This is an optimization exercise on Yosys and OpenROAD, whose aim is small area, a short achievable clock period and few clock cycles, not a production implementation. Function was checked by simulation only, so behaviour that the tests miss may differ from the original. No activity file was given, so power comes from the tool's default toggle rates.

==> run.sh <==
#!/bin/bash
# synth_recipe.tcl (not shown) runs the flow's synth.tcl, then flattens the netlist and writes it again
# the make line also repeats each setting of config.mk as NAME=value (left out here)
make -C /OpenROAD-flow-scripts/flow DESIGN_CONFIG=/design/flow/config.mk WORK_HOME=/design/flow/orfs CLKGATE_MAP_FILE= SYNTH_SCRIPT=/design/flow/synth_recipe.tcl finish
==> design.v <==
module dcache_top
(
    input  logic        CLK,
    input  logic        nRST,
    input  logic        halt,
    input  logic        cpu_read,
    input  logic        cpu_write,
    input  logic [31:0] cpu_addr,
    input  logic [31:0] cpu_wdata,
    output logic        cpu_hit,
    output logic [31:0] cpu_rdata,
    output logic        cpu_flushed,
    output logic        mem_ren,
    output logic        mem_wen,
    output logic [31:0] mem_addr,
    output logic [31:0] mem_wdata,
    input  logic        mem_busy,
    input  logic [31:0] mem_rdata
);
    logic        wbValid;    
    logic        rdBusy;     
    logic [29:0] wbAddr;
    logic [31:0] wbData;
    logic [29:0] addrSel;
    logic [31:0] dataSel;
    assign addrSel = wbValid ? wbAddr : cpu_addr[31:2];
    assign dataSel = wbValid ? wbData : cpu_wdata;
    always_ff @(posedge CLK) begin
        wbAddr <= addrSel;
        wbData <= dataSel;
    end
    always_ff @(posedge CLK, negedge nRST) begin
        if (!nRST) begin
            wbValid <= 1'b0;
            rdBusy  <= 1'b0;
        end else begin
            wbValid <= mem_wen && mem_busy;
            rdBusy  <= mem_ren && mem_busy;
        end
    end
    assign mem_wen     = wbValid || (cpu_write && !halt);
    assign mem_ren     = !wbValid && cpu_read && (!halt || rdBusy);
    assign mem_addr    = {addrSel, 2'b00};
    assign mem_wdata   = dataSel;
    assign cpu_hit     = !halt && !wbValid && (cpu_write || (cpu_read && !mem_busy));
    assign cpu_rdata   = mem_rdata;
    assign cpu_flushed = halt && !wbValid && !rdBusy;
endmodule
==> constraint.sdc <==
create_clock -name core_clock -period 9.0 [get_ports {CLK}]
set_input_delay 1.8000 -clock core_clock [delete_from_list [all_inputs] [get_ports {CLK}]]
set_output_delay 1.8000 -clock core_clock [all_outputs]
set_load 0.01 [all_outputs]
==> config.mk <==
export PLATFORM = sky130hd
export DESIGN_NAME = dcache_top
export DESIGN_NICKNAME = dcache_top
export VERILOG_FILES = /design/flow/design.v
export SDC_FILE = /design/flow/constraint.sdc
export NUM_CORES = 4
export LEC_CHECK = 0
export CAP_MARGIN = 20
export CORE_MARGIN = 2
export CORE_UTILIZATION = 40
export SLEW_MARGIN = 20
==> results of run 1 <==
-- worst register-to-register path: stages (launching register included) --
cell,delay [ns]
dfrtp_2,0.69
buf_4,0.61
mux2_2,0.45
-- logic make-up after synthesis --
family          after synthesis
buf+inv                      42
flops                        64
compound gates                2
other cells                   1
mux                          62
simple gates                  8
-- cell usage in the layout, fill, tap and decap left out --
master / n
nor2b_1: 4
clkdlybuf4s50_1: 133
mux2_2: 48
nor2_1: 1
dfrtp_1: 1
clkbuf_8: 10
clkinv_2: 1
conb_1: 2
mux2_4: 14
dfxtp_1: 62
nor3b_1: 1
and4bb_2: 1
or2_2: 1
clkbuf_1: 3
o21a_1: 2
dfrtp_2: 1
buf_4: 1
-- how the worst max path moves through the flow --
stage	startpoint	end	slack, ns
after global placement	halt	mem_ren	3.99
final	halt	cpu_flushed	4.00
after floorplan	halt	mem_ren	4.96
after CTS	halt	mem_ren	3.97
after detailed placement	halt	mem_ren	3.97
after global routing	halt	mem_ren	3.88
-- sequential cells by signal, summed over array words and instances, names as in the netlist --
signal   flops
wbData      32
wbAddr      30
rdBusy       1
wbValid      1
-- per-stage QoR --
stage            util  hold WS, ns  instances  cell area [um2]  total power [uW]
2_1_floorplan       -       0.4721        180             2440             400.2
3_3_place_gp   0.6002       0.4538        347             3553             470.4
3_5_place_dp   0.6002       0.4573        347             3553             472.6
4_1_cts        0.6262       0.4732        361             3707             677.4
5_1_grt        0.6262       0.4815        361             3707             700.3
6_report       0.6262       0.4705        361             3707             666.4
-- power groups by stage --
stage | registers [uW] | clock network (uW) | logic (uW)
final | 318 | 201 | 147
after detailed placement | 325 | 0 | 148
after global placement | 324 | 0 | 147
after global routing | 321 | 223 | 157
after floorplan | 320 | 0 | 79.9
after CTS | 319 | 210 | 149
-- layout make-up --
type	instances	area, um2	area share
clock inverters	1	5.005	0.001350
multi-input cells	74	828.3	0.2234
well taps	75	93.84	0.02531
repair buffers	134	1339	0.3611
flip-flops and latches	64	1292	0.3486
clock buffers	13	148.9	0.04016
-- layer usage --
layer  up-vias  routed length [um]  track usage
met2       104                2546       0.2488
met1       756                2071       0.1735
met4         0                 253       0.1283
met3        28                 748      0.08681
li1        771                   -            -
met5         -                   0            0
==> run summary, run 1 <==
status = finished clean
CTS tree = done
Setup CP Type = in2out
Setup Viol. Count Final = 0
first-pass GRT wire length = 8.010 mm
Crit path max-delay family = buffers and inverters
Mapped Cells = 179
HP Start = wbData[28]
hpwl dp = 4.237 mm
cells along the critical path = clkdlybuf4s50_1 > nor2b_1 > nor2b_1 > clkdlybuf4s50_1
largest net degree at the start of global routing = 46
final WL = 5.619 mm
# nets final = 385
vias in the first global route = 1636
mux cell area share after synthesis = 0.3082
sw frac = 0.2295
reg2reg end = wbAddr[19]
FF-to-FF setup slack = 7.14 ns
Hold Fails Final Rpt = 0
Crit path arrival time = 3.20 ns
Simple-Gate Fraction of Synth Area = 0.02260
Area Growth Syn to Fin = 52.18%
Worst Hold Depth = 1
Comb power frac = 0.220
Slew Viols, Final = 0
Die Ht = 82.04 um
routed vias = 1659
crit start category = primary input
Post-synth EDFFs = 0
hold endpoint = wbData[28]
initial DRC count = 29
cell area after synthesis = 0.002436 mm2
final setup margin = 3.996 ns
DRC = 0
Critical Path End Type = primary output
First-pass DRT Iterations = 4
switching power = 152.9 uW
Peak VDD IR = 98.53 uV
Worst R2R Path Depth = 2
Critical Path Fanout Max = 3
Async S/R FF share, synth = 0.03125
yosys warns = 1
fill count = 496
CP max-delay cell = clkdlybuf4s50_1
largest family of logic cells by synthesized area = multiplexers
Routed Antenna Nets = 0
Flop pwr share = 0.478
Worst R2R Start = wbValid
dominant synthesized flop cell = dfxtp_1
Setup Skew = 0.005073 ns
die area = 0.006731 mm2
RSZ-0062 raised after global routing = no
area leader, netlist = dfxtp_1
clk sinks = 64
Buf+Inv Stages, Crit Path = 2
share of layout cells above drive strength 1 = 0.2692
initial core utilization = 0.4115
Placer Congestion = 0.7254
synth unique cells = 14
leading cell types by count after synthesis = dfxtp_1 (62), mux2_2 (48), buf_4 (34), mux2_4 (14)
post-placement setup slack = 3.968 ns
post-synthesis adder-cell area fraction = 0
total core area = 0.005921 mm2
Required @ worst endpoint = 7.20 ns
post-synthesis register bit count = 64
I/O Buffers = 133
Clock Path Buffers = 2
TNS Setup = 0 ns
Final Cycle Share = 0.5560
WL/cell = 15.57 um
static leakage = 0.001465 uW
normalized max-slew margin = 0.5870
Yosys top cell area share = 0.5095
Rows = 28
post-synthesis sequential area ratio = 0.5300
total CTS buffers = 9
I/O pin count = 202
Tmin final = 5.004 ns
Avg Inst Size Synth = 13.61 um2
hold-fix buffers at CTS = 0
clk slew on worst S/H paths = 0.06 ns
worst min path class = reg2reg
gr ovfl total = 0
drt via density = 4.596
diode count = 0
Resized cells post-CTS = 0
Fmax achieved = 199.8 MHz
crit-path max cell delay = 0.56 ns
post-synthesis xor/xnor area fraction = 0
Worst-Margin Slew = 0.6194 ns
initial antenna violation count = 0
H-tree depth = 3
Die X = 82.04 um
Power Dens Cells = 179.8 mW/mm2
Max Cap Viol = 0
top-count cell post-synth = dfxtp_1
largest cells by area after synthesis = dfxtp_1 (51%), mux2_2 (22%), buf_4 (10%)
GRT Total Usage = 0.1656
Clk Latency, worst-skew pair = 0.33 ns
clock power share = 0.302
Root Buffer = clkbuf_8
Setup Fix Bufs, Post-CTS = 0
Power Internal = 513.5 uW
Stages on worst setup path = 4
Compound-Gate Fraction of Synth Area = 0.006163
Testbench counts, summed over its fixed seeds: cycles 9,608.
==> run 2: changes to the inputs <==
==> flow/run.sh (new file) <==
#!/bin/bash
set -euo pipefail
cd "$(dirname "$0")/.."
bash standard.sh \
  "BUFFER_PORTS_ARGS=-buffer_cell sky130_fd_sc_hd__buf_1" \
  "CTS_ARGS=-sink_clustering_enable -repair_clock_nets -dont_use_dummy_load -buf_list sky130_fd_sc_hd__clkbuf_4" \
  finish > flow_make.log 2>&1
==> standard.sh (new file) <==
#!/bin/bash
# synth_recipe.tcl (not shown) runs the flow's synth.tcl, then flattens the netlist and writes it again
# the make line also repeats each setting of config.mk as NAME=value (left out here)
make -C /OpenROAD-flow-scripts/flow DESIGN_CONFIG=/design/flow/config.mk WORK_HOME=/design/flow/orfs CLKGATE_MAP_FILE= SYNTH_SCRIPT=/design/flow/synth_recipe.tcl "${@:-finish}"
--- a/config.mk
+++ b/config.mk
@@ -5,6 +5,7 @@
 export SDC_FILE = /design/flow/constraint.sdc
 export NUM_CORES = 4
 export LEC_CHECK = 0
+export ABC_AREA = 1
 export CAP_MARGIN = 20
 export CORE_MARGIN = 2
 export CORE_UTILIZATION = 40
removed: run.sh
==> run 2 against run 1 <==
Against the previous run: via count rose by 25%; largest power group unchanged; clock-buffer cell count down 4; fmax is 22% higher; synthesized cell count is 77% higher; sequential power is essentially flat; core utilization shrank 17 points; flip-flop and latch count stayed put; clock power shrank 34%; critical endpoint is now cpu_hit; clock skew is 0.029 ns higher.
==> run summary, run 2 <==
status = finished clean
most flop-heavy register = wbData
Placer Congestion = 0.7310 (+0.77%)
normalized max-slew margin = 0.4465 (-0.1405)
synth unique cells = 12 (-2)
post-synthesis register bit count = 64 (unchanged)
total core area = 0.005956 mm2 (+0.59%)
post-route insts no fill = 488 (+35%)
commonest non-fill, non-tap cell in the layout = nand2_1
Routed Antenna Nets = 0 (unchanged)
Setup Fix Bufs, Post-CTS = 0 (unchanged)
Fmax achieved = 243.8 MHz (+22%)
Flop pwr share = 0.588 (+0.110)
Slew Viols, Final = 0 (unchanged)
Rows = 28 (unchanged)
max reg flops = 32 (unchanged)
crit start category = primary input
Async S/R FF share, synth = 0.03125 (unchanged)
Avg Inst Size Synth = 7.803 um2 (-43%)
Critical Path End Type = primary output
initial core utilization = 0.4153 (+0.003882)
clk slew on worst S/H paths = 0.07 ns (about the same)
largest net degree at the start of global routing = 66 (+43%)
Post-synth EDFFs = 0 (unchanged)
# nets final = 517 (+34%)
share of layout cells above drive strength 1 = 0.02906 (-0.2402)
static leakage = 0.001354 uW (-7.6%)
Setup Skew = 0.03392 ns (+0.02884 ns)
die area = 0.006829 mm2 (+1.5%)
leading cell types by count after synthesis = nand2_1 (192), dfxtp_1 (62), buf_4 (35), buf_6 (9), inv_1 (6)
First-pass DRT Iterations = 4 (unchanged)
TNS Setup = 0 ns (unchanged)
Power Internal = 389.0 uW (-24%)
Die Ht = 82.64 um (+0.73%)
leading cell types in the layout, fill and taps excluded = nand2_1 (192), buf_1 (133), dfxtp_1 (62)
switching power = 153.0 uW (about the same)
first-pass GRT wire length = 7.203 mm (-10%)
initial DRC count = 71 (+140%)
I/O pin count = 202 (unchanged)
Worst-Margin Slew = 0.8302 ns (+0.2108 ns)
sw frac = 0.2823 (+0.05283)
gr ovfl total = 0 (unchanged)
DRC = 0 (unchanged)
Hold Fails Final Rpt = 0 (unchanged)
RSZ-0062 raised after global routing = no
Power Dens Cells = 198.0 mW/mm2 (+10%)
Yosys top cell area share = 0.5018 (-0.007731)
Required @ worst endpoint = 7.20 ns (about the same)
CTS tree = done
Critical Path Fanout Max = 2 (-1)
diode count = 0 (unchanged)
worst min path class = reg2reg
Die X = 82.64 um (+0.73%)
Comb power frac = 0.169 (-0.051)
Inst Count DP = 479 (+38%)
Clk Latency, worst-skew pair = 0.41 ns (+0.08 ns)
final WL = 5.000 mm (-11%)
Clock Path Buffers = 2 (unchanged)
clk sinks = 64 (unchanged)
yosys warns = 1 (unchanged)
area leader, netlist = dfxtp_1
cell area after synthesis = 0.002474 mm2 (+1.5%)
clock power share = 0.243 (-0.059)
Pwr Total = 542.0 uW (-19%)
Resized cells post-CTS = 0 (unchanged)
Core Util, Final = 0.4597 (-0.1665)
post-route cell area = 0.002738 mm2 (-26%)
Max Cap Viol = 0 (unchanged)
I/O Buffers = 133 (unchanged)
GRT Total Usage = 0.1430 (-0.02260)
Area Growth Syn to Fin = 10.67%
Post-DP Area = 0.002669 mm2 (-25%)
hpwl dp = 3.326 mm (-22%)
Mapped Cells = 317 (+77%)
drt via density = 4.250 (-7.5%)
Setup CP Type = in2out
vias in the first global route = 1676 (+2.4%)
initial antenna violation count = 0 (unchanged)
total CTS buffers = 9 (unchanged)
Tmin final = 4.102 ns (-0.9020 ns)
post-synthesis sequential area ratio = 0.5220 (-0.008043)
Setup Viol. Count Final = 0 (unchanged)
routed vias = 2074 (+25%)
H-tree depth = 3 (unchanged)
Crit path arrival time = 2.30 ns (-0.90 ns)
dominant synthesized flop cell = dfxtp_1
top-count cell post-synth = nand2_1
Final Cycle Share = 0.4558 (-0.1002)
Peak VDD IR = 92.20 uV (-6.4%)
top flop regs = wbData: 32 flops, wbAddr: 30 flops
WL/cell = 10.25 um (-34%)
hold-fix buffers at CTS = 0 (unchanged)
Root Buffer = clkbuf_4
largest cells by area after synthesis = dfxtp_1 (50%), nand2_1 (29%), buf_4 (11%)
run 2: changes by cell type after synthesis, moves of 2 or more:
| cell | previous run | this run |
|---|---|---|
| nand2_1 | 0 | 192 |
| mux2_2 | 48 | 0 |
| mux2_4 | 14 | 0 |
| inv_1 | 0 | 6 |
| buf_6 | 4 | 9 |
| nor2b_1 | 4 | 0 |
| buf_2 | 4 | 1 |
| clkbuf_8 | 0 | 3 |
| a21oi_1 | 0 | 2 |
| nor2_1 | 1 | 3 |
| o21a_1 | 2 | 0 |
run 2: layer usage:
layer	up-vias	GRT usage	part of all wire	routed length (um)
li1	1100	-	-	-
met1	847	0.1458	0.41	2054
met2	110	0.2210	0.44	2214
met3	17	0.08261	0.12	596
met4	0	0.09672	0.027	134
met5	-	0	0	0
run 2: cells by family after synthesis:
kind of cell	count (synthesis)	synth area share
other	1	0.001516
AOI/OAI and AO/OA	2	0.004047
DFF	64	0.5220
and+or+nand+nor	195	0.2959
buffers and inverters	55	0.1765
run 2: cell type report:
class | count | area (um2)
Sequential cell | 64 | 1292
Multi-Input combinational cell | 199 | 749.5
Clock buffer | 9 | 67.56
Timing Repair Buffer | 134 | 506.7
Inverter | 7 | 27.53
Fill cell | 649 | 3218
Tap cell | 75 | 93.84
run 2: worst paths after layout:
check | end | slack (ns) | start | cells past startpoint
setup / recovery | cpu_hit | 4.90 | halt | 5
hold / removal | wbData[16] | 0.45 | wbData[16] | 2
setup reg to reg | wbData[29] | 7.53 | wbValid | 3
hold reg to reg | wbData[16] | 0.45 | wbData[16] | 2
max in group asynchronous | wbValid | 7.67 | nRST | 1
min in group asynchronous | rdBusy | 1.19 | nRST | 1
run 2: metrics by stage:
step	worst slack, ns	hold slack, ns
finish	4.898	0.4521
global route	4.814	0.4725
CTS	4.879	0.4563
detailed placement	4.885	0.4356
global placement	4.887	0.4297
floorplan	5.082	0.4794
run 2: worst max-delay path, stage by stage:
cell and delay (ns):
buf_1 0.09, inv_1 0.06, nand2_1 0.05, a21oi_1 0.14, buf_1 0.16
run 2: power by group through the flow:
stage	clock, uW	sequential [uW]	combinational [uW]
finish	132	318	91.8
global route	151	321	107
CTS	140	319	93.8
detailed placement	0	325	93.1
global placement	0	325	92.1
floorplan	0	324	77.8

separate check: timing with driven ports:
The flow's constraints put no driver on any port. The routed layouts listed below were extracted and timed again, unchanged, in two steps. Step 1: set_driving_cell puts a clkbuf_16 on CLK and a buf_2 on each other input, an assumption about the parent block. Step 2 adds t to the input delays and takes it off the output delays; t is the mean of the earliest and latest rising clock arrival at the registers after step 1. Input paths then give back, and output paths get back, about the clock's delay inside the block. Slacks: ideal ports / drivers / drivers and shift; pairs: ideal ports / drivers.
| run | t, ns | setup WS [ns] | latest minus earliest clock arrival (ns) |
|---|---|---|---|
| run 1 | 0.352 | 3.996 / 3.971 / 3.971 | 0.007 / 0.007 |
| run 2 | 0.417 | 4.898 / 4.870 / 4.870 | 0.034 / 0.034 |
After both steps setup and hold are still met in every run listed. For run 2, which loses most, drivers alone change the setup slack by -0.028 ns; drivers and shift together by -0.028 ns.
